Source: an optimization exercise on an open RTL-to-GDS flow (aim: small area). Production flows keep margins and buffers that such runs may drop.
In this exercise RTL edits were held to simulation tests only and were not proved equivalent to the original.
Power figures rest on the tool's default switching activity, not on a simulated workload.

==> flow/design.v <==
package la_pkg;
  typedef enum logic [1:0] {
    TRIG_IMMEDIATE = 2'b00,
    TRIG_RISING    = 2'b01,
    TRIG_FALLING   = 2'b10,
    TRIG_LEVEL     = 2'b11
  } trig_mode_e;
  typedef enum logic [2:0] {
    CAP_IDLE = 3'd0,
    CAP_PRE  = 3'd1,
    CAP_WAIT = 3'd2,
    CAP_POST = 3'd3,
    CAP_DONE = 3'd4
  } cap_state_e;
endpackage
module la_rd_aoi3 (
  input  logic [2:0] d,
  input  logic [2:0] s,
  output logic       y_n
);
  assign y_n = ~|(d & s);
endmodule
module la_rd_aoi2 (
  input  logic [1:0] d,
  input  logic [1:0] s,
  output logic       y_n
);
  assign y_n = ~|(d & s);
endmodule
module la_rd_gate (
  input  logic [2:0] t_n,
  input  logic       row_n,
  output logic       y
);
  assign y = ~((&t_n) | row_n);
endmodule
module la_rd_row (
  input  logic [7:0] d,
  input  logic [7:0] s,
  input  logic       row_n,
  output logic       y
);
  logic [2:0] t_n;
  la_rd_aoi3 u_a0 (.d(d[2:0]), .s(s[2:0]), .y_n(t_n[0]));
  la_rd_aoi3 u_a1 (.d(d[5:3]), .s(s[5:3]), .y_n(t_n[1]));
  la_rd_aoi2 u_a2 (.d(d[7:6]), .s(s[7:6]), .y_n(t_n[2]));
  la_rd_gate u_g  (.t_n(t_n), .row_n(row_n), .y(y));
endmodule
module la_rd_or #(
  parameter int unsigned N = 21
) (
  input  logic [N-1:0] a,
  output logic         y
);
  assign y = |a;
endmodule
module la_capture_engine #(
  parameter int unsigned CHANNEL_COUNT  = 10,
  parameter int unsigned SAMPLE_DEPTH   = 160,
  parameter int unsigned PRESCALE_WIDTH = 16,
  localparam int unsigned AW = $clog2(SAMPLE_DEPTH),
  localparam int unsigned TW = (CHANNEL_COUNT > 1) ? $clog2(CHANNEL_COUNT) : 1
) (
  input  logic                      clk,
  input  logic                      reset,
  input  logic [CHANNEL_COUNT-1:0]  chan_in,
  input  logic [CHANNEL_COUNT-1:0]  chan_enable,
  input  logic                      arm,
  input  logic [TW-1:0]             trig_channel,
  input  logic [1:0]                trig_mode,
  input  logic [PRESCALE_WIDTH-1:0] prescale,
  input  logic [AW-1:0]             pretrig_count,
  input  logic [AW-1:0]             rd_addr,
  output logic [CHANNEL_COUNT-1:0]  rd_data,
  output logic [2:0]                cap_state,
  output logic                      done
);
  localparam int unsigned SELW = 1 << TW;
  localparam logic [AW-1:0] LAST = AW'(SAMPLE_DEPTH - 1);
  la_pkg::cap_state_e        state;
  la_pkg::trig_mode_e        mode_q;
  logic [TW-1:0]             trig_ch_q;
  logic [PRESCALE_WIDTH-1:0] prescale_q;
  logic [PRESCALE_WIDTH-1:0] ps_cnt;
  logic [AW-1:0]             post_len_q;    
  logic [AW-1:0]             cnt;           
  logic                      prev_valid;
  logic                      prev_bit;
  logic [CHANNEL_COUNT-1:0] sample_c;
  logic [SELW-1:0]          sel_ext_c;
  logic                     cur_bit_c;
  logic                     active_c;
  logic                     tick_c;
  logic                     wr_en_c;
  logic                     trig_hit_c;
  logic                     cnt_zero_c;
  assign sample_c   = chan_in & chan_enable;
  assign sel_ext_c  = SELW'(sample_c);
  assign cur_bit_c  = sel_ext_c[trig_ch_q];
  assign active_c   = (state == la_pkg::CAP_PRE) || (state == la_pkg::CAP_WAIT) || (state == la_pkg::CAP_POST);
  assign tick_c     = active_c && (ps_cnt == prescale_q);
  assign cnt_zero_c = (cnt == '0);
  assign wr_en_c    = tick_c && !arm && !((state == la_pkg::CAP_POST) && cnt_zero_c);
  always_comb begin
    trig_hit_c = 1'b0;
    case (mode_q)
      la_pkg::TRIG_IMMEDIATE: trig_hit_c = 1'b1;
      la_pkg::TRIG_RISING:    trig_hit_c = prev_valid && !prev_bit && cur_bit_c;
      la_pkg::TRIG_FALLING:   trig_hit_c = prev_valid && prev_bit && !cur_bit_c;
      la_pkg::TRIG_LEVEL:     trig_hit_c = cur_bit_c;
      default:                trig_hit_c = 1'b0;
    endcase
  end
  always_ff @(posedge clk) begin
    if (arm) begin
      mode_q     <= la_pkg::trig_mode_e'(trig_mode);
      trig_ch_q  <= trig_channel;
      prescale_q <= prescale;
      post_len_q <= LAST - pretrig_count;
      ps_cnt     <= '0;
      cnt        <= pretrig_count;
      prev_valid <= 1'b0;
      prev_bit   <= 1'b0;
    end else begin
      if (active_c) ps_cnt <= tick_c ? '0 : ps_cnt + PRESCALE_WIDTH'(1);
      if (wr_en_c) begin
        prev_bit   <= cur_bit_c;
        prev_valid <= 1'b1;
      end
      case (state)
        la_pkg::CAP_PRE:  if (tick_c) cnt <= cnt - AW'(1);
        la_pkg::CAP_WAIT: if (tick_c && trig_hit_c) cnt <= post_len_q;
        la_pkg::CAP_POST: if (tick_c && !cnt_zero_c) cnt <= cnt - AW'(1);
        default: ;
      endcase
    end
  end
  always_ff @(posedge clk) begin
    if (reset) begin
      state <= la_pkg::CAP_IDLE;
    end else if (arm) begin
      state <= (pretrig_count == '0) ? la_pkg::CAP_WAIT : la_pkg::CAP_PRE;
    end else begin
      case (state)
        la_pkg::CAP_PRE:  if (tick_c && cnt == AW'(1)) state <= la_pkg::CAP_WAIT;
        la_pkg::CAP_WAIT: if (tick_c && trig_hit_c) state <= la_pkg::CAP_POST;
        la_pkg::CAP_POST: if (cnt_zero_c || (tick_c && cnt == AW'(1))) state <= la_pkg::CAP_DONE;
        default: ;
      endcase
    end
  end
  assign cap_state = state;
  assign done      = (state == la_pkg::CAP_DONE);
  localparam int unsigned M    = 8;
  localparam int unsigned MW   = $clog2(M);
  localparam int unsigned R    = SAMPLE_DEPTH / M;
  localparam int unsigned RW   = $clog2(R + 1);
  localparam int unsigned NINJ = (R + M - 1) / M;
  logic [CHANNEL_COUNT-1:0]   sbuf   [M];
  logic [M*CHANNEL_COUNT-1:0] ring_q [R];    
  logic [MW-1:0]              f;             
  logic [RW-1:0]              u;             
  logic                       row_done_c;
  logic [RW:0]                u_sum_c;
  assign row_done_c = wr_en_c && (f == MW'(M - 1));
  assign u_sum_c    = (RW+1)'(u) + (RW+1)'(1) + (RW+1)'(row_done_c);
  always_ff @(posedge clk) begin
    if (reset) begin
      f <= '0;
      u <= '0;
    end else begin
      if (wr_en_c) f <= f + MW'(1);
      u <= (u_sum_c >= (RW+1)'(R)) ? RW'(u_sum_c - (RW+1)'(R)) : RW'(u_sum_c);
    end
  end
  always_ff @(posedge clk) begin
    if (wr_en_c) sbuf[f] <= sample_c;
  end
  function automatic bit inj_pos(input int unsigned p);
    inj_pos = 1'b0;
    for (int unsigned j = 0; j < NINJ; j++)
      if ((j * R) / NINJ == p) inj_pos = 1'b1;
  endfunction
  for (genvar p = 0; p < R; p++) begin : g_ring
    localparam int unsigned PF = (p + R - 1) % R;    
    if (inj_pos(p)) begin : g_inj
      logic [M-1:0] inj_c;
      for (genvar c = 0; c < M; c++) begin : g_w
        assign inj_c[c] = ((u == RW'(PF)) && (MW'(c) < f)) || ((u == RW'(p)) && (MW'(c) >= f));
      end
      always_ff @(posedge clk) begin
        for (int c = 0; c < M; c++)
          ring_q[p][c*CHANNEL_COUNT +: CHANNEL_COUNT] <=
            inj_c[c] ? sbuf[c] : ring_q[PF][c*CHANNEL_COUNT +: CHANNEL_COUNT];
      end
    end else begin : g_move
      always_ff @(posedge clk) ring_q[p] <= ring_q[PF];
    end
  end
  localparam int unsigned HW = AW - MW;
  localparam int unsigned NH = (R + 2) / 2;       
  logic [MW:0]              rd_lo_c;
  logic [HW-1:0]            rd_hi_c;
  logic                     rd_ok_c;
  logic                     rd_s_c;
  logic [RW:0]              rd_p_sum_c;
  logic [RW-1:0]            rd_p_c;
  logic [R:0]               rd_row_c;
  logic [R:0]               rd_row_n_c;
  logic [M-1:0]             rd_col_c;
  logic [CHANNEL_COUNT-1:0] rd_h0_q;      
  logic [CHANNEL_COUNT-1:0] rd_h1_q;
  assign rd_lo_c    = (MW+1)'(rd_addr[MW-1:0]) + (MW+1)'(f);
  assign rd_hi_c    = rd_addr[AW-1:MW];
  assign rd_ok_c    = !reset && (rd_addr < AW'(SAMPLE_DEPTH));
  assign rd_s_c     = (rd_hi_c == HW'(R - 1));
  assign rd_p_sum_c = (RW+1)'(u) + (RW+1)'(rd_hi_c) + (RW+1)'(rd_lo_c[MW]);
  assign rd_p_c     = (rd_p_sum_c >= (RW+1)'(R)) ? RW'(rd_p_sum_c - (RW+1)'(R)) : RW'(rd_p_sum_c);
  for (genvar p = 0; p < R; p++) begin : g_row
    assign rd_row_c[p] = rd_ok_c && !rd_s_c && (rd_p_c == RW'(p));
  end
  assign rd_row_c[R] = rd_ok_c && rd_s_c;
  assign rd_row_n_c  = ~rd_row_c;
  for (genvar c = 0; c < M; c++) begin : g_col
    assign rd_col_c[c] = (rd_lo_c[MW-1:0] == MW'(c));
  end
  for (genvar b = 0; b < CHANNEL_COUNT; b++) begin : g_rd
    logic [R:0] rows;
    logic       h0_c, h1_c;
    for (genvar p = 0; p < R; p++) begin : g_r
      logic [M-1:0] d;
      for (genvar c = 0; c < M; c++) begin : g_c
        assign d[c] = ring_q[p][c*CHANNEL_COUNT + b];
      end
      la_rd_row u_row (.d(d), .s(rd_col_c), .row_n(rd_row_n_c[p]), .y(rows[p]));
    end
    begin : g_s
      logic [M-1:0] d;
      for (genvar c = 0; c < M; c++) begin : g_c
        assign d[c] = sbuf[c][b];
      end
      la_rd_row u_row (.d(d), .s(rd_col_c), .row_n(rd_row_n_c[R]), .y(rows[R]));
    end
    la_rd_or #(.N(NH))         u_or0 (.a(rows[NH-1:0]), .y(h0_c));
    la_rd_or #(.N(R + 1 - NH)) u_or1 (.a(rows[R:NH]),   .y(h1_c));
    always_ff @(posedge clk) begin
      rd_h0_q[b] <= h0_c;
      rd_h1_q[b] <= h1_c;
    end
  end
  assign rd_data = rd_h0_q | rd_h1_q;
endmodule
==> flow/run.sh <==
#!/bin/bash
# synth_recipe.tcl (not shown) runs the flow's synth.tcl, then flattens the netlist and writes it again
# the make line also repeats each setting of config.mk as NAME=value (left out here)
make -C /OpenROAD-flow-scripts/flow DESIGN_CONFIG=/design/flow/config.mk WORK_HOME=/design/flow/orfs CLKGATE_MAP_FILE= SYNTH_SCRIPT=/design/flow/synth_recipe.tcl finish
==> flow/config.mk <==
export PLATFORM = sky130hd
export DESIGN_NAME = la_capture_engine
export DESIGN_NICKNAME = la_capture_engine
export VERILOG_FILES = /design/flow/design.v
export SDC_FILE = /design/flow/constraint.sdc
export NUM_CORES = 4
export LEC_CHECK = 0
export CAP_MARGIN = 20
export CORE_MARGIN = 2
export CORE_UTILIZATION = 45
export PLACE_DENSITY = 0.6
export SLEW_MARGIN = 20
export SYNTH_HIERARCHICAL = 1
==> flow/constraint.sdc <==
create_clock -name core_clock -period 4.4 [get_ports {clk}]
set_input_delay 0.8800 -clock core_clock [delete_from_list [all_inputs] [get_ports {clk}]]
set_output_delay 0.8800 -clock core_clock [all_outputs]
set_load 0.01 [all_outputs]
==> results.toml, run 1 <==
[outcome]
status = "timing/DRC/antenna clean"

[synth]
muxShareOfSynthArea = 0.05152
synth_top_family_by_area = "compound AO/OA/AOI/OAI gates"
synth_fa_ha_area_frac = 0.006618
avgSynthCellArea_um2 = 14.80
synth_xor_area_frac = 0.007261
synthSimpleGateAreaFrac = 0.03650
synth_ff_type = "dfxtp_1"
syn-cell-area_mm2 = 0.05066
synthCells = 3423
ys_ff_latch = 1767
yosys_warnings = 8
synth.lib_cells_used.distinct = 61
seq_area_frac_synth = 0.7215
synthArstFlopShare = 0
syn_nets = 3509
synth_edf_count = 118
synth_compound_area_frac = 0.1723

[grt]
grt_pass1_wl_um = 222300
met1_usage = 0.3608
antenna_found_initial = 10
grt.met2_usage = 0.3948
met3_usage = 0.05724
busiest_layer = "met2"
grt.total_usage = 0.2623
grt_max_degree = 85
grt_overflow_total = 0
first_global_vias = 32470

[timing]
fin_ws_ps = 126.9
setup_viol = 0
fin_crit_ps = 4273
finClkSkew_ps = 30.42
worst_pin_slew_ps = 991.0
fmax_ghz = 0.2340
finalHoldViolations = 0
finalMaxSlewViolations = 0
maxSlewHeadroom = 0.3370
rsz0062_at_grt = "false"
fin_crit_sh = 0.9712

[critical_path]
end_kind = "register"
cp.arrival_ps = 4930
ff2ff_setup_slack_ps = 370
worstPathRequired_ps = 5050
timing.rr.start = "f[1]"
path_class = "input port to register"
worstSetupStartpointType = "input port"
cp_max_fo = 4
worst-r2r-cell-count = 18
reg2reg_to = "rd_h1_q[4]"

[layout]
nets = 3947
n_fill_cell = 9140
layout_commonest_cell = "dfxtp_1"
areaGrowthSynthToFinish_pct = 21.62
finalCoreUtilization = 0.5500
drive_gt1_frac = 0.2469
final_cell_mix = "dfxtp_1 (1649), a222oi_1 (420), mux2_2 (221)"

[power]
seqPwrFrac = 0.539
powerDensity_mw_per_mm2 = 591.5
p_leak_nw = 23.08
p_total_mw = 36.45
swShare = 0.2353
intPower_mw = 27.87
ir_drop_mv = 0.3164
clkPwrFrac = 0.403
pwr-share-comb = 0.058
p_sw_mw = 8.576

[die]
fp.dieH_um = 339.5
ios = 75
die_area_mm2 = 0.1153
core_mm2 = 0.1120
fp.dieW_um = 339.5
start_util = 0.4522
rows = 123

[flow_run]
cap_violations = 0

[placed_design]
gp_congestion = 0.8718
port_buffers = 74
dp_slack_ps = -773.3
hpwl_um = 100400

[clocking]
cts-root-buf = "clkbuf_16"
htreeDepth = 4
clock_latency_ps = 790
clkTransAtPathRegs_ps = 60
cts_tree = "built"
cts_buffers = 168
clkSinkCount = 1767
postCtsSetupBuffers = 0
clockBufferDepth = 3

[route]
drc = 0
drt_wl_total_um = 153700
drtIter0Drc = 4999
ant_nets = 0
wire_per_inst_um = 27.90
first_pass_iters = 13
via_count = 32880
vias_per_cell = 5.969

[worst_hold_path]
hold_path.class = "register to register"
holdPathStages = 0
whs_endpoint = "ring_q[11][35]"
worstHoldStart = "ring_q[10][35]"
## worst max-delay path by stage
stage / startpoint / end / slack (ps) / cells after the start
2_1_floorplan: rd_addr[0] / rd_h1_q[1] / -4410 / 9
3_3_place_gp: rd_addr[1] / rd_h0_q[9] / -740 / 20
3_5_place_dp: rd_addr[1] / rd_h0_q[0] / -770 / 20
4_1_cts: rd_addr[1] / rd_h0_q[0] / 30 / 20
5_1_grt: rd_addr[1] / rd_h1_q[4] / 30 / 19
6_report: rd_addr[1] / rd_h1_q[4] / 130 / 19
## critical path, stage by stage
cell and delay, ps:
clkdlybuf4s50_1 430, ha_1 300, a21o_1 160, a21oi_2 160
fa_1 200, inv_1 50, fa_1 430, a21o_1 190
a21oi_1 170, xnor2_1 200, nor2_1 100, buf_4 140
o21ba_2 190, mux2_2 300, nand4_1 190, buf_4 230
a31oi_1 60, nor4_1 400, nand3_1 120
## cell families (layout without fill, tap and decap cells)
group | count (synthesis) | count (layout)
adder cells (fa/ha/maj) | 25 | 25
AND/OR/NAND/NOR | 377 | 377
other | 0 | 4
multiplexers | 229 | 229
AO/OA/AOI/OAI | 926 | 926
buffers and inverters | 57 | 639
flip-flops | 1767 | 1767
XOR/XNOR | 42 | 42
## sequential cells by signal, summed over array words and instances, names as in the netlist, 2 cells and up
| name | count |
|---|---|
| cnt | 8 |
| f | 3 |
| mode_q | 2 |
| post_len_q | 8 |
| prescale_q | 16 |
| ps_cnt | 16 |
| rd_h0_q | 10 |
| rd_h1_q | 10 |
| ring_q | 1600 |
| sbuf | 80 |
| state | 3 |
| trig_ch_q | 4 |
| u | 5 |
## cell usage after synthesis, drive strengths merged (26+ instances only)
library cell	n	area, um^2
nor2	62	232.7
mux2	221	2489
a222oi	420	4204
nand3	32	160.2
o21ai	26	148.9
nor3	28	151.4
dfxtp	1649	33010
nand2	129	484.2
a22oi	210	2628
a31oi	211	1320
clkbuf	27	101.4
inv	27	101.4
nor4	49	306.5
edfxtp	118	3543
## per-stage QoR
step | cells | hold WS [ps] | cell area [um^2] | TNS, ps
final | 5509 | 327.0 | 61620 | 0
after global routing | 5505 | 333.0 | 61610 | 0
after CTS | 5505 | 330.3 | 61510 | 0
after detailed placement | 5191 | 336.0 | 55780 | -14040
after global placement | 5191 | 331.5 | 55770 | -13060
after floorplan | 3423 | 330.5 | 50730 | -87540
## layout make-up
type / instances / area [um^2] / area share
Timing Repair Buffer: 297 / 3192 / 0.05180
Tap cell: 1500 / 1877 / 0.03046
Antenna cell: 4 / 10.01 / 0.0001624
Inverter: 28 / 105.1 / 0.001706
Clock buffer: 239 / 4912 / 0.07972
Sequential cell: 1767 / 36560 / 0.5932
Multi-Input combinational cell: 1599 / 14150 / 0.2296
Clock inverter: 75 / 823.3 / 0.01336
## routing by layer
layer / wire, um / vias up
met2: 67660 / 1623
met5: 0 / -
met1: 64580 / 16280
met4: 6988 / 0
li1: - / 14620
met3: 14500 / 363
## modules after synthesis, one instance, submodules excluded, excerpt
module	times used	cells inside	cell area [um^2]
la_capture_engine	1	2503	42080
la_rd_aoi3	420	1	10.01
la_rd_gate	210	1	6.256
la_rd_aoi2	210	1	12.51
## power by group through the flow
stage               Clock, mW  Combinational, mW  Sequential (mW)
global route             15.6               2.21             19.9
finish                   14.7               2.10             19.7
detailed placement          0               2.06             20.0
floorplan                   0               1.23             19.5
global placement            0               2.07             19.9
CTS                      14.9               2.08             19.6
## repair_timing
action,4_1_cts,5_1_grt
resized for setup,0,20
endpoints found under the hold margin,0,0
hold buffers,0,0
endpoints found under the setup margin,0,20
==> run 2: changes to the inputs <==
--- a/flow/design.v
+++ b/flow/design.v
@@ -203,8 +203,6 @@
   logic [HW-1:0]            rd_hi_c;
   logic                     rd_ok_c;
   logic                     rd_s_c;
-  logic [RW:0]              rd_p_sum_c;
-  logic [RW-1:0]            rd_p_c;
   logic [R:0]               rd_row_c;
   logic [R:0]               rd_row_n_c;
   logic [M-1:0]             rd_col_c;
@@ -214,10 +212,14 @@
   assign rd_hi_c    = rd_addr[AW-1:MW];
   assign rd_ok_c    = !reset && (rd_addr < AW'(SAMPLE_DEPTH));
   assign rd_s_c     = (rd_hi_c == HW'(R - 1));
-  assign rd_p_sum_c = (RW+1)'(u) + (RW+1)'(rd_hi_c) + (RW+1)'(rd_lo_c[MW]);
-  assign rd_p_c     = (rd_p_sum_c >= (RW+1)'(R)) ? RW'(rd_p_sum_c - (RW+1)'(R)) : RW'(rd_p_sum_c);
+  logic [RW:0]  rd_u0_c, rd_u1_c;
+  logic [R-1:0] rd_r0_c, rd_r1_c;
+  assign rd_u0_c = (RW+1)'(u) + (RW+1)'(rd_hi_c);
+  assign rd_u1_c = rd_u0_c + (RW+1)'(1);
   for (genvar p = 0; p < R; p++) begin : g_row
-    assign rd_row_c[p] = rd_ok_c && !rd_s_c && (rd_p_c == RW'(p));
+    assign rd_r0_c[p]  = (rd_u0_c == (RW+1)'(p)) || (rd_u0_c == (RW+1)'(p + R));
+    assign rd_r1_c[p]  = (rd_u1_c == (RW+1)'(p)) || (rd_u1_c == (RW+1)'(p + R));
+    assign rd_row_c[p] = rd_ok_c && !rd_s_c && (rd_lo_c[MW] ? rd_r1_c[p] : rd_r0_c[p]);
   end
   assign rd_row_c[R] = rd_ok_c && rd_s_c;
   assign rd_row_n_c  = ~rd_row_c;
--- a/flow/config.mk
+++ b/flow/config.mk
@@ -8,6 +8,8 @@
 export CAP_MARGIN = 20
 export CORE_MARGIN = 2
 export CORE_UTILIZATION = 45
+export CTS_CLUSTER_DIAMETER = 120
+export CTS_CLUSTER_SIZE = 24
 export PLACE_DENSITY = 0.6
 export SLEW_MARGIN = 20
 export SYNTH_HIERARCHICAL = 1
==> results.toml, run 2 <==
[synth]
synth_top_area_frac = 0.6488
synth_common_cells = "dfxtp_1 (1649), a222oi_1 (420), a31oi_1 (212), mux2_2 (212), a22oi_2 (210)"
synth_ff_type = "dfxtp_1"
syn_nets = 3510
syn-cell-area_mm2 = 0.05088
synthCells = 3426
ys_ff_latch = 1767
avgSynthCellArea_um2 = 14.85
synth.lib_cells_used.distinct = 70
yosysMostFrequentCell = "dfxtp_1"
synth_area_leaders = "dfxtp_1 (65%), a222oi_1 (8.3%), edfxtp_1 (7.0%)"
synthArstFlopShare = 0
yosys.area.top_type = "dfxtp_1"
seq_area_frac_synth = 0.7185
yosys_warnings = 8
synth_edf_count = 118

[critical_path]
startpoint = "ps_cnt[12]"
path_class = "register to register"
worstSetupStartpointType = "register"
worstPathRequired_ps = 4990
cp.arrival_ps = 4770
cp_max_fo = 8
timing.rr.start = "ps_cnt[12]"
end_kind = "register"

[route]
drt_wl_total_um = 150100
vias_per_cell = 6.040
via_count = 31770
wire_per_inst_um = 28.52
drtIter0Drc = 4845
ant_nets = 0
first_pass_iters = 12
drc = 0

[grt]
met1_usage = 0.3419
grt.total_usage = 0.2542
first_global_vias = 31000
grt_overflow_total = 0
grt_pass1_wl_um = 216200
antenna_found_initial = 4
busiest_layer = "met2"
met3_usage = 0.04284
grt.met2_usage = 0.4068
grt_max_degree = 129

[timing]
finClkSkew_ps = 33.34
worst_pin_slew_ps = 978.6
hold_slack_ps = 331.4
maxSlewHeadroom = 0.3455
finalMaxSlewViolations = 0
fin_crit_ps = 4182
finalHoldViolations = 0
rsz0062_at_grt = "false"
setup_viol = 0
fmax_ghz = 0.2391
fin_ws_ps = 217.9
fin_crit_sh = 0.9505

[layout]
largest_reg_flops = 1600
drive_gt1_frac = 0.1949
finalInstanceArea_mm2 = 0.05765
layout_commonest_cell = "dfxtp_1"
top_register = "ring_q"
areaGrowthSynthToFinish_pct = 13.32
reg_top3 = "ring_q: 1600 flops, sbuf: 80 flops"
nets = 3797
final_cell_mix = "dfxtp_1 (1649), a222oi_1 (420), mux2_2 (212)"
finalNonFillerCells = 5261
n_fill_cell = 9567

[clocking]
clkTransAtPathRegs_ps = 100
postCtsSetupBuffers = 0
clock_latency_ps = 700
postCtsResizedCells = 0
clkSinkCount = 1767
htreeDepth = 3
cts_hold_buf = 0
cts_tree = "built"
cts_buffers = 83
cts-root-buf = "clkbuf_16"
clockBufferDepth = 3

[placed_design]
hpwl_um = 99550
dp.cells = 5128
dp_slack_ps = -69.29
port_buffers = 74
gp_congestion = 0.8923
place_area_mm2 = 0.05529

[die]
fp.dieH_um = 340.3
start_util = 0.4529
fp.dieW_um = 340.3
core_mm2 = 0.1123
die_area_mm2 = 0.1158
rows = 123
ios = 75

[worst_hold_path]
worstHoldStart = "ring_q[3][23]"
hold_path.class = "register to register"

[outcome]
status = "timing/DRC/antenna clean"

[power]
p_total_mw = 30.24
powerDensity_mw_per_mm2 = 524.5
ir_drop_mv = 0.2845
p_leak_nw = 20.92

[flow_run]
cap_violations = 0
-- run 2: stage by stage --
| stage | util | setup TNS, ps |
|---|---|---|
| 3_5_place_dp | 0.4921 | -400.5 |
| 4_1_cts | 0.5131 | 0 |
| 6_report | 0.5132 | 0 |
| 5_1_grt | 0.5132 | 0 |
| 3_3_place_gp | 0.4921 | 0 |
| 2_1_floorplan | - | -41130 |
-- run 2: layer usage --
metal / vias to the layer above / wire length (um)
met1: 15900 / 63110
met4: 2 / 7090
met5: - / 11
li1: 14270 / -
met3: 278 / 10770
met2: 1324 / 69090
-- run 2: layout make-up --
class	instances	area [um^2]	area share
clock buffers	127	2285	0.03963
repair buffers	230	2432	0.04219
flip-flops and latches	1767	36560	0.6340
multi-input cells	1610	14350	0.2489
diodes	1	2.502	0.00004340
clock inverters	5	72.57	0.001259
inverters	21	78.83	0.001367
well taps	1500	1877	0.03255
-- run 2: worst paths after layout --
kind                                       to  slack, ps  cells after the start
worst max-delay path                     u[3]        220                     17
worst min-delay path            ring_q[4][23]        330                      0
worst max register to register           u[3]        220                     17
worst min register to register  ring_q[4][23]        330                      0
-- run 2: per-module statistics from Yosys (local to each module, per instance), a selection --
module | area, um^2 | copies in the design | flip-flops and latches
la_capture_engine | 42300 | 1 | 1767
la_rd_aoi2 | 12.51 | 210 | 0
la_rd_gate | 6.256 | 210 | 0
la_rd_aoi3 | 10.01 | 420 | 0
-- run 2: cell families (layout without fill, tap and decap cells) --
| kind of cell | after synthesis | count (layout) | synth area share |
|---|---|---|---|
| AND/OR/NAND/NOR | 358 | 358 | 0.03495 |
| flip-flops | 1767 | 1767 | 0.7185 |
| XOR/XNOR | 48 | 48 | 0.008263 |
| buffers and inverters | 49 | 383 | 0.003738 |
| AO/OA/AOI/OAI | 941 | 941 | 0.1744 |
| other | 0 | 1 | 0 |
| multiplexers | 240 | 240 | 0.05420 |
| adder cells (fa/ha/maj) | 23 | 23 | 0.005951 |
-- run 2: critical path, stage by stage, from the launching register on --
cell and delay, ps:
dfxtp_1 500, xnor2_1 160, nand4_1 110, nor3_1 480
nand2_1 360, nor3_2 340, nand2_1 190, ha_1 270
inv_1 70, ha_1 190, xor2_1 300, inv_1 80
ha_1 230, nand2_1 90, a22oi_1 60, o21ai_0 370
nor2_1 70, o21a_1 190
-- run 2: where the power goes --
group / total (mW) / internal, mW / switching, mW
clock: 8.58 / 3.64 / 4.94
sequential: 19.6 / 18.4 / 1.25
combinational: 2.02 / 0.918 / 1.10
total: 30.2 / 22.9 / 7.30
==> run 3: changes to the inputs <==
--- a/flow/design.v
+++ b/flow/design.v
@@ -20,19 +20,16 @@
 );
   assign y_n = ~|(d & s);
 endmodule
-module la_rd_aoi2 (
+module la_rd_gate (
+  input  logic [1:0] t_n,
   input  logic [1:0] d,
   input  logic [1:0] s,
-  output logic       y_n
-);
-  assign y_n = ~|(d & s);
-endmodule
-module la_rd_gate (
-  input  logic [2:0] t_n,
   input  logic       row_n,
   output logic       y
 );
-  assign y = ~((&t_n) | row_n);
+  logic t2_n;
+  assign t2_n = ~((d[0] & s[0]) | (d[1] & s[1]));
+  assign y    = ~((&t_n) & t2_n | row_n);
 endmodule
 module la_rd_row (
   input  logic [7:0] d,
@@ -40,11 +37,10 @@
   input  logic       row_n,
   output logic       y
 );
-  logic [2:0] t_n;
+  logic [1:0] t_n;
   la_rd_aoi3 u_a0 (.d(d[2:0]), .s(s[2:0]), .y_n(t_n[0]));
   la_rd_aoi3 u_a1 (.d(d[5:3]), .s(s[5:3]), .y_n(t_n[1]));
-  la_rd_aoi2 u_a2 (.d(d[7:6]), .s(s[7:6]), .y_n(t_n[2]));
-  la_rd_gate u_g  (.t_n(t_n), .row_n(row_n), .y(y));
+  la_rd_gate u_g  (.t_n(t_n), .d(d[7:6]), .s(s[7:6]), .row_n(row_n), .y(y));
 endmodule
 module la_rd_or #(
   parameter int unsigned N = 21
--- a/flow/config.mk
+++ b/flow/config.mk
@@ -9,7 +9,7 @@
 export CORE_MARGIN = 2
 export CORE_UTILIZATION = 45
 export CTS_CLUSTER_DIAMETER = 120
-export CTS_CLUSTER_SIZE = 24
+export CTS_CLUSTER_SIZE = 28
 export PLACE_DENSITY = 0.6
 export SLEW_MARGIN = 20
 export SYNTH_HIERARCHICAL = 1
==> results.toml, run 3 <==
[synth]
yosys.area.top_type = "dfxtp_1"
syn-cell-area_mm2 = 0.04993
synthCells = 3413
avgSynthCellArea_um2 = 14.63
synth_common_cells = "dfxtp_1 (1649), a222oi_1 (420), mux2_2 (230)"
seq_area_frac_synth = 0.7322
ys_ff_latch = 1767
syn_nets = 3497
synth_top_area_frac = 0.6612
yosysMostFrequentCell = "dfxtp_1"
yosys_warnings = 8
synth_ff_type = "dfxtp_1"
synth_edf_count = 118
synth_area_leaders = "dfxtp_1 (66%), a222oi_1 (8.4%), edfxtp_1 (7.1%)"
synth.lib_cells_used.distinct = 77
synthArstFlopShare = 0

[layout]
finalInstanceArea_mm2 = 0.05672
multi_input_area_mm2 = 0.01330
largest_reg_flops = 1600
layout_commonest_cell = "dfxtp_1"
seq_area_mm2 = 0.03656
final_cell_mix = "dfxtp_1 (1649), a222oi_1 (420), mux2_2 (230)"
drive_gt1_frac = 0.1533
reg_top3 = "ring_q: 1600 flops, sbuf: 80 flops"
top_register = "ring_q"
nets = 3821
areaGrowthSynthToFinish_pct = 13.61
n_fill_cell = 9377

[grt]
grt_pass1_wl_um = 215000
grt.total_usage = 0.2585
grt_max_degree = 98
antenna_found_initial = 5
grt_overflow_total = 0
first_global_vias = 31200

[route]
dr_wl_met2_um = 65470
wl_met1_um = 64570
ant_nets = 0
vias_per_cell = 6.064
drtIter0Drc = 4900
drt_wl_total_um = 149400
topRoutingLayerUsed = "met5"
first_pass_iters = 14
wl_met3_um = 13790
drc = 0
wire_per_inst_um = 28.36
via_count = 31940

[critical_path]
end_kind = "register"
crit_end = "rd_h0_q[8]"
worst-r2r-cell-count = 13
worstSetupStartpointType = "input port"
slowest_delay_ps = 550
path_class = "input port to register"
cpMaxStageDelayCell = "clkdlybuf4s50_1"
timing.rr.start = "u[1]"
crit_chain = "clkdlybuf4s50_1 -> ha_1 -> inv_1 -> fa_1 -> nor2b_1 -> o21a_2 -> nor3_2 -> nor2_1 -> or3_1 -> a21boi_2 -> a22oi_2 -> buf_4 -> a31oi_1 -> nor4_1 -> nand3_1"
startpoint = "rd_addr[3]"
ff2ff_setup_slack_ps = 690
reg2reg_to = "rd_h0_q[8]"
cp.arrival_ps = 4410
worstPathRequired_ps = 4960
cp_max_fo = 10

[power]
intPower_mw = 22.56
ir_drop_mv = 0.3130
p_total_mw = 29.71
pwr-share-comb = 0.069
powerDensity_mw_per_mm2 = 523.7
seqPwrFrac = 0.659
swShare = 0.2404
p_leak_nw = 20.95
clkPwrFrac = 0.272
p_sw_mw = 7.142

[clocking]
postCtsResizedCells = 0
htreeDepth = 3
clkSinkCount = 1767
clkTransAtPathRegs_ps = 110
cts_tree = "built"
clockBufferDepth = 3
clock_latency_ps = 700
cts_hold_buf = 0
cts-root-buf = "clkbuf_16"
cts_buffers = 73
postCtsSetupBuffers = 0

[timing]
fin_crit_sh = 0.8748
setup_viol = 0
maxSlewHeadroom = 0.2367
finClkSkew_ps = 45.71
fmax_ghz = 0.2598
finalHoldViolations = 0
rsz0062_at_grt = "false"
fin_ws_ps = 550.8
worst_pin_slew_ps = 1145
finalMaxSlewViolations = 0
fin_crit_ps = 3849

[worst_hold_path]
hold_path.class = "register to register"
worstHoldStart = "ring_q[3][60]"

[die]
start_util = 0.4524
rows = 122
die_area_mm2 = 0.1136
fp.dieH_um = 337.1
core_mm2 = 0.1104
fp.dieW_um = 337.1
ios = 75

[flow_run]
cap_violations = 0

[placed_design]
hpwl_um = 102300
place_area_mm2 = 0.05463
dp_slack_ps = -39.31
gp_congestion = 0.9150
port_buffers = 74

[outcome]
status = "timing/DRC/antenna clean"
-- run 3: final cells by class --
class | instances | area share
Sequential cell | 1767 | 0.6445
Multi-Input combinational cell | 1598 | 0.2344
Timing Repair Buffer | 277 | 0.05012
Clock buffer | 110 | 0.03578
Tap cell | 1488 | 0.03282
Inverter | 20 | 0.001324
Clock inverter | 4 | 0.001015
Antenna cell | 2 | 0.00008823
-- run 3: metal layers --
metal  vias to the layer above  GRT usage
met1                     15980     0.3638
met5                         -          0
met3                       243    0.05268
met4                         2    0.09185
li1                      14280          -
met2                      1428     0.3945
-- run 3: worst max-delay path, delay by kind of cell --
family                   cells  cell delay, ps
AO/OA/AOI/OAI                4             620
adder cells (fa/ha/maj)      2             610
buffers and inverters        3             870
AND/OR/NAND/NOR              6            1410
-- run 3: logic make-up (layout without fill, tap and decap cells) --
kind of cell    after synthesis  count (layout)  share of synthesized area
flops                      1767            1767                     0.7322
compound gates              936             936                     0.1564
simple gates                349             349                    0.03636
mux                         241             241                    0.05569
xor+xnor                     49              49                   0.008596
buf+inv                      48             411                   0.004661
fa+ha+maj                    23              23                   0.006065
other cells                   0               2                          0
-- run 3: through the flow --
step,utilization,hold WS [ps],setup TNS [ps],std cells
after floorplan,-,329.8,-32850,3413
after global placement,0.4948,332.9,0,5149
after detailed placement,0.4950,336.0,-39.31,5150
after CTS,0.5139,331.2,0,5264
after global routing,0.5139,332.7,0,5264
final,0.5140,337.7,0,5266
-- run 3: worst min path at each step --
stage                                 to  slack (ps)  cells after the start
after floorplan             ring_q[9][0]         330                      0
after global placement     ring_q[3][62]         330                      0
after CTS                  ring_q[3][16]         330                      0
after global routing       ring_q[3][16]         330                      0
final                      ring_q[4][60]         340                      0
after detailed placement  ring_q[17][37]         340                      0
-- run 3: modules after synthesis (local to each module, per instance), excerpt --
module	cells	flops+latches
la_capture_engine	2493	1767
la_rd_gate	2	0
la_rd_aoi3	1	0
-- run 3: power by group through the flow --
stage	Clock, mW	Combinational (mW)	Sequential [mW]
floorplan	0	1.14	19.4
global placement	0	2.02	19.9
detailed placement	0	2.00	19.9
CTS	8.21	2.01	19.6
global route	8.79	2.14	19.8
finish	8.09	2.04	19.6
==> run 4: changes to the inputs <==
==> flow/flow/run.sh (new file) <==
#!/bin/bash
# The standard layout (the standard.sh with the standard synthesis unchanged), with
# two settings changed: the clock tree is built without dummy loads (same sink clustering
# as config.mk asks for), and ports are buffered with buf_2.
cp standard.sh standard_sh_copy.log
export CTS_ARGS="-sink_clustering_enable -repair_clock_nets -dont_use_dummy_load -sink_clustering_size 28 -sink_clustering_max_diameter 120"
export BUFFER_PORTS_ARGS="-buffer_cell sky130_fd_sc_hd__buf_2"
bash standard.sh > standard_flow.log 2>&1
==> flow/standard.sh (new file) <==
#!/bin/bash
# synth_recipe.tcl (not shown) runs the flow's synth.tcl, then flattens the netlist and writes it again
# the make line also repeats each setting of config.mk as NAME=value (left out here)
make -C /OpenROAD-flow-scripts/flow DESIGN_CONFIG=/design/flow/config.mk WORK_HOME=/design/flow/orfs CLKGATE_MAP_FILE= SYNTH_SCRIPT=/design/flow/synth_recipe.tcl "${@:-finish}"
removed: flow/run.sh
==> results.toml, run 4 <==
[power]
ir_drop_mv = 0.2948
p_leak_nw = 20.50
powerDensity_mw_per_mm2 = 525.6

[critical_path]
startpoint = "u[0]"
worstPathRequired_ps = 4930
path_class = "register to register"
reg2reg_to = "rd_h1_q[3]"
cp.arrival_ps = 4350
cp_max_fo = 11
worstSetupStartpointType = "register"
worst-r2r-cell-count = 14
end_kind = "register"
timing.rr.start = "u[0]"
crit_end = "rd_h1_q[3]"
ff2ff_setup_slack_ps = 580

[grt]
antenna_found_initial = 6
grt_overflow_total = 0
grt_max_degree = 106
first_global_vias = 30880
grt.total_usage = 0.2584
grt_pass1_wl_um = 214600

[clocking]
cts_buffers = 73
clkTransAtPathRegs_ps = 100
clockBufferDepth = 3
clkSinkCount = 1767
clock_latency_ps = 690
cts_hold_buf = 0
postCtsSetupBuffers = 0
cts_tree = "built"
htreeDepth = 3
cts-root-buf = "clkbuf_16"
postCtsResizedCells = 0

[layout]
n_fill_cell = 9406
top_register = "ring_q"
seq_area_mm2 = 0.03656
largest_reg_flops = 1600
final_cell_mix = "dfxtp_1 (1649), a222oi_1 (420), mux2_2 (230)"
multi_input_area_mm2 = 0.01330
drive_gt1_frac = 0.1584
layout_commonest_cell = "dfxtp_1"
finalCoreUtilization = 0.5016
nets = 3755
areaGrowthSynthToFinish_pct = 10.89
reg_top3 = "ring_q: 1600 flops, sbuf: 80 flops"

[outcome]
status = "timing/DRC/antenna clean"

[timing]
setup_tns_ps = 0
finalMaxSlewViolations = 0
setup_viol = 0
fin_crit_ps = 3824
hold_slack_ps = 325.9
rsz0062_at_grt = "false"
finalHoldViolations = 0
worst_pin_slew_ps = 1085
fin_crit_sh = 0.8690
fmax_ghz = 0.2615
finClkSkew_ps = 68.49
maxSlewHeadroom = 0.2764
fin_ws_ps = 576.4

[synth]
yosys_warnings = 8
synth_area_leaders = "dfxtp_1 (66%), a222oi_1 (8.4%), edfxtp_1 (7.1%)"
synth_ff_type = "dfxtp_1"
seq_area_frac_synth = 0.7322
avgSynthCellArea_um2 = 14.63
synth_top_area_frac = 0.6612
synth.lib_cells_used.distinct = 77
synth_edf_count = 118
syn-cell-area_mm2 = 0.04993
yosys.area.top_type = "dfxtp_1"
synth_common_cells = "dfxtp_1 (1649), a222oi_1 (420), mux2_2 (230)"
synthCells = 3413
syn_nets = 3497
ys_ff_latch = 1767
synthArstFlopShare = 0
yosysMostFrequentCell = "dfxtp_1"

[die]
ios = 75
start_util = 0.4524
core_mm2 = 0.1104
die_area_mm2 = 0.1136
fp.dieH_um = 337.1
fp.dieW_um = 337.1
rows = 122

[placed_design]
dp_slack_ps = 410.5
gp_congestion = 0.8720
hpwl_um = 96930
port_buffers = 74

[worst_hold_path]
hold_path.class = "register to register"

[route]
drt_wl_total_um = 148400
wire_per_inst_um = 28.76
first_pass_iters = 13
drtIter0Drc = 5167
dr_wl_met2_um = 64460
wl_met1_um = 64020
drc = 0
vias_per_cell = 6.131
wl_met3_um = 14600
ant_nets = 0
topRoutingLayerUsed = "met5"
via_count = 31640

[flow_run]
cap_violations = 0
[run 4: cell counts after synthesis]
No cell type changed its count.
[run 4: worst min path at each step]
stage                               from             end  cells after the start  slack (ps)
after floorplan             ring_q[8][0]    ring_q[9][0]                      0         330
after global placement    ring_q[13][66]  ring_q[14][66]                      0         330
after detailed placement  ring_q[10][66]  ring_q[11][66]                      0         340
after CTS                   ring_q[6][6]    ring_q[7][6]                      0         330
after global routing      ring_q[14][34]  ring_q[15][34]                      0         340
final                      ring_q[0][78]   ring_q[1][78]                      0         330
[run 4: layer usage]
metal | vias to the layer above | track usage
met1 | 15800 | 0.3654
met3 | 240 | 0.05820
met2 | 1487 | 0.3898
li1 | 14110 | -
met4 | 2 | 0.08834
met5 | - | 0
[run 4: logic make-up (layout without fill, tap and decap cells)]
| family | Yosys count | count (layout) | share of synthesized area |
|---|---|---|---|
| AOI/OAI and AO/OA | 936 | 936 | 0.1564 |
| xor gates and xnor gates | 49 | 49 | 0.008596 |
| adders and majority gates | 23 | 23 | 0.006065 |
| buffers and inverters | 48 | 304 | 0.004661 |
| DFF | 1767 | 1767 | 0.7322 |
| muxes | 241 | 241 | 0.05569 |
| other | 0 | 3 | 0 |
| and+or+nand+nor | 349 | 349 | 0.03636 |
[run 4: layout make-up]
type                    count  share of cell area
flip-flops and latches   1767              0.6603
multi-input cells        1598              0.2402
well taps                1488             0.03363
clock buffers              73             0.03300
repair buffers            211             0.03137
inverters                  20            0.001356
diodes                      3           0.0001356
[run 4: through the flow]
step                std cells  cell area [um^2]  power, mW
finish                   5160             55360      29.10
global route             5157             55360      30.11
CTS                      5157             55360      29.18
detailed placement       5084             53530      21.71
global placement         5084             53530      21.72
floorplan                3413             50030      20.59
[run 4: worst max-delay path: stages (launching register included)]
cell,delay [ps]
dfxtp_1,650
ha_1,300
inv_1,70
fa_1,570
nor2b_1,300
nor3_1,80
or3_1,300
a31oi_1,200
o22ai_1,200
nand2_1,110
a211o_1,120
buf_4,380
a31oi_1,80
nor4_1,220
nand3_1,110
[run 4: Yosys stat by module, one instance, submodules excluded, a selection]
module             flip-flops and latches  cells
la_rd_aoi3                              0      1
la_rd_gate                              0      2
la_capture_engine                    1767   2493
[run 4: power breakdown]
group | leakage, nW | internal, mW | switching, mW
clock | 0.900 | 3.00 | 4.66
sequential | 14.9 | 18.4 | 1.19
combinational | 4.65 | 0.799 | 1.06
==> run 5: changes to the inputs <==
--- a/flow/config.mk
+++ b/flow/config.mk
@@ -7,9 +7,9 @@
 export LEC_CHECK = 0
 export CAP_MARGIN = 20
 export CORE_MARGIN = 2
-export CORE_UTILIZATION = 45
+export CORE_UTILIZATION = 55
 export CTS_CLUSTER_DIAMETER = 120
 export CTS_CLUSTER_SIZE = 28
-export PLACE_DENSITY = 0.6
+export PLACE_DENSITY = 0.7
 export SLEW_MARGIN = 20
 export SYNTH_HIERARCHICAL = 1
==> results.toml, run 5 <==
[outcome]
status = "timing/DRC/antenna clean"

[critical_path]
reg2reg_to = "rd_h0_q[2]"
cp_max_fo = 12
ff2ff_setup_slack_ps = 470
timing.rr.start = "u[0]"
path_class = "register to register"
end_kind = "register"
crit_end = "rd_h0_q[2]"
worstSetupStartpointType = "register"
worst-r2r-cell-count = 14
worstPathRequired_ps = 4950
cp.arrival_ps = 4480
startpoint = "u[0]"

[route]
first_pass_iters = 14
wire_per_inst_um = 29.01
via_count = 31790
drt_wl_total_um = 139900
ant_nets = 0
vias_per_cell = 6.590
drtIter0Drc = 5826
drc = 0

[die]
ios = 75
fp.dieW_um = 305.3
core_mm2 = 0.09001
die_area_mm2 = 0.09320
start_util = 0.5547
fp.dieH_um = 305.3
rows = 110

[clocking]
cts_tree = "built"
clkTransAtPathRegs_ps = 100
clkSinkCount = 1767
cts-root-buf = "clkbuf_16"
cts_buffers = 73
htreeDepth = 3
clock_latency_ps = 680
clockBufferDepth = 3
cts_hold_buf = 0
postCtsResizedCells = 0
postCtsSetupBuffers = 0

[timing]
fin_crit_sh = 0.8933
setup_viol = 0
fmax_ghz = 0.2544
fin_crit_ps = 3930
worst_pin_slew_ps = 1258
finalMaxSlewViolations = 0
hold_slack_ps = 316.9
finClkSkew_ps = 98.83
maxSlewHeadroom = 0.1614
rsz0062_at_grt = "false"
finalHoldViolations = 0

[layout]
reg_top3 = "ring_q: 1600 flops, sbuf: 80 flops"
areaGrowthSynthToFinish_pct = 9.654
multi_input_area_mm2 = 0.01330
n_fill_cell = 6978
nets = 3730
final_cell_mix = "dfxtp_1 (1649), a222oi_1 (420), mux2_2 (230)"
layout_commonest_cell = "dfxtp_1"
finalNonFillerCells = 4823
finalCoreUtilization = 0.6082
drive_gt1_frac = 0.1523
top_register = "ring_q"
seq_area_mm2 = 0.03656
largest_reg_flops = 1600

[placed_design]
gp_congestion = 0.9082
port_buffers = 74
hpwl_um = 91260
dp.cells = 4747

[grt]
grt.total_usage = 0.2945
grt_pass1_wl_um = 203200
first_global_vias = 30500
grt_overflow_total = 0
antenna_found_initial = 6
grt_max_degree = 131

[synth]
synthSimpleGateAreaFrac = 0.03636
synth_xor_area_frac = 0.008596
yosysMostFrequentCell = "dfxtp_1"
synth_top_family_by_area = "compound AO/OA/AOI/OAI gates"
ys_ff_latch = 1767
synth_area_leaders = "dfxtp_1 (66%), a222oi_1 (8.4%), edfxtp_1 (7.1%)"
synth_compound_area_frac = 0.1564
yosys.area.top_type = "dfxtp_1"
synth_common_cells = "dfxtp_1 (1649), a222oi_1 (420), mux2_2 (230)"
synth_fa_ha_area_frac = 0.006065
synthCells = 3413
yosys_warnings = 8
synth_ff_type = "dfxtp_1"
muxShareOfSynthArea = 0.05569
synth.lib_cells_used.distinct = 77
synthArstFlopShare = 0
avgSynthCellArea_um2 = 14.63
syn-cell-area_mm2 = 0.04993
synth_edf_count = 118
seq_area_frac_synth = 0.7322
syn_nets = 3497
synth_top_area_frac = 0.6612

[flow_run]
cap_violations = 0

[power]
seqPwrFrac = 0.675
ir_drop_mv = 0.2935
intPower_mw = 22.16
p_leak_nw = 20.37
swShare = 0.2344
pwr-share-comb = 0.063
clkPwrFrac = 0.262
powerDensity_mw_per_mm2 = 528.8
p_sw_mw = 6.786

[worst_hold_path]
hold_path.class = "register to register"
[run 5: cell counts after synthesis]
No cell type changed its count.
[run 5: metal layers]
| metal | vias to the layer above | track usage | wire length, um |
|---|---|---|---|
| met5 | - | 0 | 0 |
| met4 | 0 | 0.1462 | 7656 |
| met3 | 337 | 0.05955 | 14340 |
| met2 | 1704 | 0.4307 | 59880 |
| met1 | 15670 | 0.4174 | 58030 |
| li1 | 14080 | - | - |
[run 5: worst max-delay path, stage by stage (launching register included)]
cell and delay (ps):
dfxtp_1 680, ha_1 300, inv_1 60, fa_1 420, nor2b_1 130, o21a_2 180, nor3_2 60, nor2_1 570
or3_1 220, a21boi_2 90, a22oi_2 210, buf_4 310, a31oi_1 80, nor4_1 400, nand3_1 130
[run 5: layout make-up]
| class | count | area share |
|---|---|---|
| diodes | 3 | 0.0001371 |
| clock buffers | 73 | 0.03337 |
| inverters | 20 | 0.001371 |
| multi-input cells | 1598 | 0.2429 |
| flip-flops and latches | 1767 | 0.6677 |
| well taps | 1176 | 0.02688 |
| repair buffers | 186 | 0.02761 |
[run 5: kinds of logic (layout without fill, tap and decap cells)]
family	after synthesis	in the layout
AOI/OAI and AO/OA	936	936
xor gates and xnor gates	49	49
DFF	1767	1767
muxes	241	241
and+or+nand+nor	349	349
buffers and inverters	48	279
other	0	3
adders and majority gates	23	23
[run 5: per-stage QoR]
step                      total power [mW]  instance area (um^2)  TNS, ps  setup slack (ps)
after floorplan                      20.59                 50030   -32850             -1647
after global placement               21.58                 52910        0             430.5
after detailed placement             21.64                 52910        0             300.6
after CTS                            28.97                 54740        0             532.9
after global routing                 29.91                 54740        0             197.4
final                                28.95                 54750        0             469.7
[run 5: per-module statistics from Yosys (local to each module, per instance), excerpt]
module             cells  cell area, um^2  copies in the design  flops+latches
la_capture_engine   2493            42390                     1           1767
la_rd_gate             2            13.76                   210              0
la_rd_aoi3             1            10.01                   420              0
[run 5: worst min path at each step]
stage | startpoint | to | slack, ps | cells past startpoint
after floorplan | ring_q[8][0] | ring_q[9][0] | 330 | 0
after CTS | ring_q[2][3] | ring_q[3][3] | 330 | 0
after detailed placement | ring_q[13][67] | ring_q[14][67] | 340 | 0
after global placement | ring_q[0][35] | ring_q[1][35] | 330 | 0
after global routing | ring_q[10][40] | ring_q[11][40] | 320 | 0
final | ring_q[10][35] | ring_q[11][35] | 320 | 0
[run 5: power groups by stage]
stage                     logic, mW  clock network (mW)  registers [mW]
final                          1.82                7.59            19.5
after floorplan                1.14                   0            19.4
after detailed placement       1.78                   0            19.9
after CTS                      1.79                7.67            19.5
after global placement         1.77                   0            19.8
after global routing           1.92                8.22            19.8
==> run 6: changes to the inputs <==
--- a/flow/design.v
+++ b/flow/design.v
@@ -194,7 +194,6 @@
     end
   end
   localparam int unsigned HW = AW - MW;
-  localparam int unsigned NH = (R + 2) / 2;       
   logic [MW:0]              rd_lo_c;
   logic [HW-1:0]            rd_hi_c;
   logic                     rd_ok_c;
@@ -202,8 +201,6 @@
   logic [R:0]               rd_row_c;
   logic [R:0]               rd_row_n_c;
   logic [M-1:0]             rd_col_c;
-  logic [CHANNEL_COUNT-1:0] rd_h0_q;      
-  logic [CHANNEL_COUNT-1:0] rd_h1_q;
   assign rd_lo_c    = (MW+1)'(rd_addr[MW-1:0]) + (MW+1)'(f);
   assign rd_hi_c    = rd_addr[AW-1:MW];
   assign rd_ok_c    = !reset && (rd_addr < AW'(SAMPLE_DEPTH));
@@ -224,7 +221,7 @@
   end
   for (genvar b = 0; b < CHANNEL_COUNT; b++) begin : g_rd
     logic [R:0] rows;
-    logic       h0_c, h1_c;
+    logic       rd_c;
     for (genvar p = 0; p < R; p++) begin : g_r
       logic [M-1:0] d;
       for (genvar c = 0; c < M; c++) begin : g_c
@@ -239,12 +236,7 @@
       end
       la_rd_row u_row (.d(d), .s(rd_col_c), .row_n(rd_row_n_c[R]), .y(rows[R]));
     end
-    la_rd_or #(.N(NH))         u_or0 (.a(rows[NH-1:0]), .y(h0_c));
-    la_rd_or #(.N(R + 1 - NH)) u_or1 (.a(rows[R:NH]),   .y(h1_c));
-    always_ff @(posedge clk) begin
-      rd_h0_q[b] <= h0_c;
-      rd_h1_q[b] <= h1_c;
-    end
-  end
-  assign rd_data = rd_h0_q | rd_h1_q;
-endmodule
+    la_rd_or #(.N(R + 1)) u_or (.a(rows), .y(rd_c));
+    always_ff @(posedge clk) rd_data[b] <= rd_c;
+  end
+endmodule
==> results.toml, run 6 <==
[outcome]
status = "timing/DRC/antenna clean"

[layout]
layout_commonest_cell = "dfxtp_1"
largest_reg_flops = 1600
n_fill_cell = 6869
drive_gt1_frac = 0.1502
finalNonFillerCells = 4801
reg_top3 = "ring_q: 1600 flops, sbuf: 80 flops"
top_register = "ring_q"
finalInstanceArea_mm2 = 0.05468
final_cell_mix = "dfxtp_1 (1639), a222oi_1 (420), mux2_2 (230)"
areaGrowthSynthToFinish_pct = 10.23
nets = 3709

[critical_path]
startpoint = "u[1]"
cp.arrival_ps = 4380
cp_max_fo = 7
end_kind = "register"
path_class = "register to register"
worst-r2r-cell-count = 14
reg2reg_to = "rd_data[8]"
crit_chain = "inv_1 -> fa_1 -> nor2b_1 -> o21ai_1 -> nand2b_2 -> xnor2_2 -> xnor2_1 -> nor3_1 -> o21ai_2 -> buf_4 -> a31oi_1 -> nor4_1 -> nand4_1 -> or4_1"
cpMaxStageDelayCell = "dfxtp_1"
worstPathRequired_ps = 4930
slowest_delay_ps = 490
timing.rr.start = "u[1]"
worstSetupStartpointType = "register"
ff2ff_setup_slack_ps = 550

[synth]
synth_ff_type = "dfxtp_1"
synth_common_cells = "dfxtp_1 (1639), a222oi_1 (420), mux2_2 (230)"
synthCells = 3391
ys_ff_latch = 1757
avgSynthCellArea_um2 = 14.63
yosysMostFrequentCell = "dfxtp_1"
synth.lib_cells_used.distinct = 68
synth_area_leaders = "dfxtp_1 (66%), a222oi_1 (8.5%), edfxtp_1 (7.1%)"
yosys.area.top_type = "dfxtp_1"
synth_top_area_frac = 0.6615
syn_nets = 3475
syn-cell-area_mm2 = 0.04961
synthArstFlopShare = 0
seq_area_frac_synth = 0.7329
yosys_warnings = 8
synth_edf_count = 118

[timing]
worst_pin_slew_ps = 1123
fmax_ghz = 0.2600
finalHoldViolations = 0
rsz0062_at_grt = "false"
finalMaxSlewViolations = 0
fin_crit_ps = 3847
finClkSkew_ps = 40.31
setup_tns_ps = 0
setup_viol = 0
fin_crit_sh = 0.8743
fin_ws_ps = 553.2
maxSlewHeadroom = 0.2510

[route]
drtIter0Drc = 5287
drt_wl_total_um = 141500
ant_nets = 0
first_pass_iters = 15
drc = 0
via_count = 31840
wire_per_inst_um = 29.47
vias_per_cell = 6.633

[grt]
first_global_vias = 30590
grt_overflow_total = 0
grt_pass1_wl_um = 204700
grt_max_degree = 127
antenna_found_initial = 7
grt.total_usage = 0.2977

[worst_hold_path]
holdPathStages = 0
worstHoldStart = "ring_q[0][22]"
whs_endpoint = "ring_q[1][22]"
hold_path.class = "register to register"

[die]
fp.dieW_um = 304.3
rows = 110
start_util = 0.5528
ios = 75
die_area_mm2 = 0.09261
core_mm2 = 0.08974
fp.dieH_um = 304.3

[placed_design]
dp.cells = 4726
gp_congestion = 0.8827
port_buffers = 74
hpwl_um = 88980
dp_slack_ps = 86.85
place_area_mm2 = 0.05284

[power]
powerDensity_mw_per_mm2 = 524.1
p_total_mw = 28.66
p_leak_nw = 20.32
ir_drop_mv = 0.3318

[clocking]
cts_tree = "built"
clockBufferDepth = 3
cts_buffers = 72
postCtsSetupBuffers = 0
postCtsResizedCells = 0
cts_hold_buf = 0
clkTransAtPathRegs_ps = 100
cts-root-buf = "clkbuf_16"
htreeDepth = 3
clkSinkCount = 1757
clock_latency_ps = 660

[flow_run]
cap_violations = 0
run 6: cell count changes after synthesis, sizes merged, moves of 9 or more:
cell / delta
nand3: -21
nand4: +14
o21ai: +9
nor4: -10
xor2: -12
xnor2: +13
or2: -13
or4: +18
dfxtp: -10
run 6: worst max-delay path by stage:
stage	end	slack (ps)	depth (start not counted)
after floorplan	rd_data[0]	-1740	9
after global placement	rd_data[9]	110	11
after detailed placement	rd_data[8]	90	16
after CTS	u[3]	640	18
after global routing	u[3]	300	19
final	rd_data[8]	550	14
run 6: layout make-up:
class                           instances  area, um^2  area share
Clock buffer                           72        1802     0.03295
Inverter                               24       90.09    0.001648
Multi-Input combinational cell       1583       13220      0.2417
Tap cell                             1176        1471     0.02691
Antenna cell                            2       5.005  0.00009153
Sequential cell                      1757       36350      0.6649
Timing Repair Buffer                  187        1739     0.03181
run 6: cells by family (layout without fill, tap and decap cells):
family | Yosys count | after routing | share of synthesized area
multiplexers | 241 | 241 | 0.05595
AO/OA/AOI/OAI | 937 | 937 | 0.1570
AND/OR/NAND/NOR | 332 | 332 | 0.03440
adder cells (fa/ha/maj) | 23 | 23 | 0.006104
other | 0 | 2 | 0
flip-flops | 1757 | 1757 | 0.7329
XOR/XNOR | 50 | 50 | 0.009131
buffers and inverters | 51 | 283 | 0.004489
run 6: modules after synthesis (local to each module, per instance), a selection:
module | times used | area, um^2 | cells | flip-flops and latches
la_capture_engine | 1 | 42060 | 2481 | 1757
la_rd_aoi3 | 420 | 10.01 | 1 | 0
la_rd_gate | 210 | 13.76 | 2 | 0
run 6: worst max-delay path: cells and delay by family (launching register included):
kind / cells / cell delay [ps]
compound gates: 3 / 380
fa+ha+maj: 1 / 490
simple gates: 6 / 1430
flops: 1 / 490
xor+xnor: 2 / 440
buf+inv: 2 / 480
run 6: power breakdown:
part | internal, mW | switching (mW) | leakage, nW | total (mW)
clock | 2.96 | 4.54 | 0.887 | 7.50
sequential | 18.2 | 1.15 | 14.9 | 19.4
combinational | 0.775 | 1.02 | 4.56 | 1.79
run 6: layer usage:
layer | routed length (um) | vias up | part of all wire | GRT usage
met5 | 11 | - | 0.000078 | 0
met1 | 57860 | 15630 | 0.41 | 0.4194
li1 | - | 14010 | - | -
met4 | 6693 | 2 | 0.047 | 0.1325
met3 | 16030 | 322 | 0.11 | 0.07020
met2 | 60910 | 1880 | 0.43 | 0.4386
run 6: stage by stage:
step | utilization | hold slack (ps)
floorplan | - | 329.8
global placement | 0.5889 | 331.2
detailed placement | 0.5889 | 335.4
CTS | 0.6090 | 333.9
global route | 0.6093 | 341.5
finish | 0.6093 | 333.8
==> run 7: changes to the inputs <==
--- a/flow/config.mk
+++ b/flow/config.mk
@@ -7,9 +7,9 @@
 export LEC_CHECK = 0
 export CAP_MARGIN = 20
 export CORE_MARGIN = 2
-export CORE_UTILIZATION = 55
+export CORE_UTILIZATION = 60
 export CTS_CLUSTER_DIAMETER = 120
 export CTS_CLUSTER_SIZE = 28
-export PLACE_DENSITY = 0.7
+export PLACE_DENSITY = 0.75
 export SLEW_MARGIN = 20
 export SYNTH_HIERARCHICAL = 1
==> results.toml, run 7 <==
[outcome]
status = "timing/DRC/antenna clean"

[critical_path]
slowest_delay_ps = 660
cpMaxStageDelayCell = "fa_2"
critical_path.top_delay_family = "simple AND/OR/NAND/NOR gates"
ff2ff_setup_slack_ps = 610
cp.arrival_ps = 4340
reg2reg_to = "rd_data[2]"
cp_max_fo = 81
worstSetupStartpointType = "input port"
path_class = "input port to register"
worst-r2r-cell-count = 16
end_kind = "register"
crit_chain = "buf_2 -> ha_4 -> fa_2 -> nand2b_1 -> nor2_4 -> buf_12 -> a222oi_1 -> a31oi_1 -> nor4_1 -> nand4_1 -> or4_1"
startpoint = "rd_addr[0]"
path_buf_inv = 2
timing.rr.start = "u[0]"
worstPathRequired_ps = 4940

[route]
wl_met3_um = 16730
dr_wl_met2_um = 59800
drt_wl_total_um = 138800
drc = 0
topRoutingLayerUsed = "met5"
vias_per_cell = 6.851
wire_per_inst_um = 29.45
wl_met1_um = 54450
via_count = 32280
drtIter0Drc = 6073
first_pass_iters = 17
ant_nets = 0

[clocking]
cts_hold_buf = 0
postCtsSetupBuffers = 0
cts_tree = "built"
clkTransAtPathRegs_ps = 110
clock_latency_ps = 670
cts_buffers = 72
postCtsResizedCells = 0
clockBufferDepth = 3
htreeDepth = 3
clkSinkCount = 1757
cts-root-buf = "clkbuf_16"

[power]
clkPwrFrac = 0.261
p_leak_nw = 20.33
intPower_mw = 21.94
pwr-share-comb = 0.063
powerDensity_mw_per_mm2 = 525.3
ir_drop_mv = 0.3064
p_total_mw = 28.65
p_sw_mw = 6.712
swShare = 0.2343
seqPwrFrac = 0.676

[timing]
worst_pin_slew_ps = 1135
fin_ws_ps = 597.7
finalMaxSlewViolations = 0
hold_slack_ps = 316.6
setup_viol = 0
finalHoldViolations = 0
rsz0062_at_grt = "false"
fin_crit_sh = 0.8642
maxSlewHeadroom = 0.2412
finClkSkew_ps = 55.54
fin_crit_ps = 3802
fmax_ghz = 0.2630

[die]
fp.dieW_um = 291.5
core_mm2 = 0.08198
fp.dieH_um = 291.5
start_util = 0.6051
rows = 105
ios = 75
die_area_mm2 = 0.08499

[layout]
drive_gt1_frac = 0.1538
layout_commonest_cell = "dfxtp_1"
areaGrowthSynthToFinish_pct = 9.963
final_cell_mix = "dfxtp_1 (1639), a222oi_1 (420), mux2_2 (230)"
largest_reg_flops = 1600
nets = 3727
finalInstanceArea_mm2 = 0.05455
top_register = "ring_q"
reg_top3 = "ring_q: 1600 flops, sbuf: 80 flops"

[synth]
muxShareOfSynthArea = 0.05595
yosys.area.top_type = "dfxtp_1"
synth_xor_area_frac = 0.009131
synth_compound_area_frac = 0.1570
ys_ff_latch = 1757
syn-cell-area_mm2 = 0.04961
seq_area_frac_synth = 0.7329
synth_top_area_frac = 0.6615
syn_nets = 3475
synth_area_leaders = "dfxtp_1 (66%), a222oi_1 (8.5%), edfxtp_1 (7.1%)"
synth_common_cells = "dfxtp_1 (1639), a222oi_1 (420), mux2_2 (230)"
synth.lib_cells_used.distinct = 68
synth_ff_type = "dfxtp_1"
yosysMostFrequentCell = "dfxtp_1"
yosys_warnings = 8
synth_fa_ha_area_frac = 0.006104
synthArstFlopShare = 0
synth_edf_count = 118
synthSimpleGateAreaFrac = 0.03440
avgSynthCellArea_um2 = 14.63
synthCells = 3391
synth_top_family_by_area = "compound AO/OA/AOI/OAI gates"

[grt]
grt.total_usage = 0.3200
antenna_found_initial = 8
first_global_vias = 30960
grt_max_degree = 89
grt_overflow_total = 0
grt_pass1_wl_um = 201900

[worst_hold_path]
holdPathStages = 0
whs_endpoint = "ring_q[11][60]"
worstHoldStart = "ring_q[10][60]"
hold_path.class = "register to register"

[placed_design]
gp_congestion = 0.9307
port_buffers = 74
dp_slack_ps = 89.70
hpwl_um = 91560
place_area_mm2 = 0.05274

[flow_run]
cap_violations = 0
[run 7: cell counts after synthesis]
Identical to the previous run, type by type.
[run 7: cells by family (layout without fill, tap and decap cells)]
group	Yosys count	after routing
flops	1757	1757
compound gates	937	937
simple gates	332	332
mux	241	241
other cells	0	1
fa+ha+maj	23	23
buf+inv	51	301
xor+xnor	50	50
[run 7: power by group through the flow]
stage	sequential, mW	combinational (mW)	clock [mW]
5_1_grt	19.6	1.88	8.11
6_report	19.4	1.80	7.48
4_1_cts	19.3	1.75	7.54
3_5_place_dp	19.7	1.74	0
3_3_place_gp	19.6	1.72	0
2_1_floorplan	19.3	1.09	0
[run 7: cell type report]
type / count / area (um^2)
fillers: 5882 / 27430
multi-input cells: 1583 / 13210
well taps: 1070 / 1339
clock buffers: 72 / 1802
repair buffers: 205 / 1749
diodes: 1 / 2.502
flip-flops and latches: 1757 / 36350
inverters: 24 / 90.09
[run 7: worst register-to-register path, delay by kind of cell, from the launching register on]
family	cells	cell delay, ps
adder cells (fa/ha/maj)	2	580
flip-flops	1	320
XOR/XNOR	2	440
buffers and inverters	3	570
AND/OR/NAND/NOR	7	1600
AO/OA/AOI/OAI	2	180
[run 7: how the worst max path moves through the flow]
stage,endpoint,slack (ps),cells after the start
floorplan,rd_data[0],-1740,9
CTS,u[3],660,21
finish,rd_data[4],600,11
global route,u[3],210,20
global placement,rd_data[8],120,11
detailed placement,rd_data[4],90,11
[run 7: stage by stage]
stage | util | cells | TNS [ps]
6_report | 0.6654 | 4712 | 0
5_1_grt | 0.6654 | 4711 | 0
4_1_cts | 0.6654 | 4711 | 0
3_5_place_dp | 0.6434 | 4639 | 0
3_3_place_gp | 0.6430 | 4638 | 0
2_1_floorplan | - | 3391 | -17330
[run 7: per-module statistics from Yosys, one instance, submodules excluded, excerpt]
| module | cell area [um^2] | cells | times used |
|---|---|---|---|
| la_capture_engine | 42060 | 2481 | 1 |
| la_rd_gate | 13.76 | 2 | 210 |
| la_rd_aoi3 | 10.01 | 1 | 420 |
[run 7: metal layers]
layer	vias to the layer above	track usage
li1	14060	-
met2	2015	0.4753
met5	-	0
met4	12	0.1517
met3	401	0.07870
met1	15790	0.4424

==> what the ideal ports hide <==
The results above use ideal ports. As a check the final layouts listed here were re-extracted and re-timed, cells and wires unchanged. Step 1, drivers: a clkbuf_16 drives clk and a buf_2 each remaining input, both assumed. Step 2, shift: input delay + t, output delay - t, t = (earliest + latest rising clock arrival at the registers) / 2. This alone moves slack from input paths to output paths. a / b / c = ideal ports / drivers / drivers and shift; a / b = the first two.
| run | t (ns) | setup WS [ns] | worst setup path at the end |
|---|---|---|---|
| run 1 | 0.844 | 0.127 / 0.165 / -0.679 | input to register |
| run 2 | 0.758 | 0.218 / 0.218 / -0.176 | input to register |
| run 3 | 0.756 | 0.551 / 0.535 / -0.221 | input to register |
| run 4 | 0.728 | 0.576 / 0.576 / 0.272 | input to register |
| run 5 | 0.691 | 0.470 / 0.470 / 0.140 | input to register |
| run 6 | 0.707 | 0.553 / 0.553 / -0.027 | input to register |
| run 7 | 0.706 | 0.598 / 0.606 / -0.065 | input to register |
With both steps, setup timing fails in 5 of these runs, where it was met with ideal ports. For run 1, which loses most, drivers alone change the setup slack by +0.038 ns; drivers and shift together by -0.806 ns.
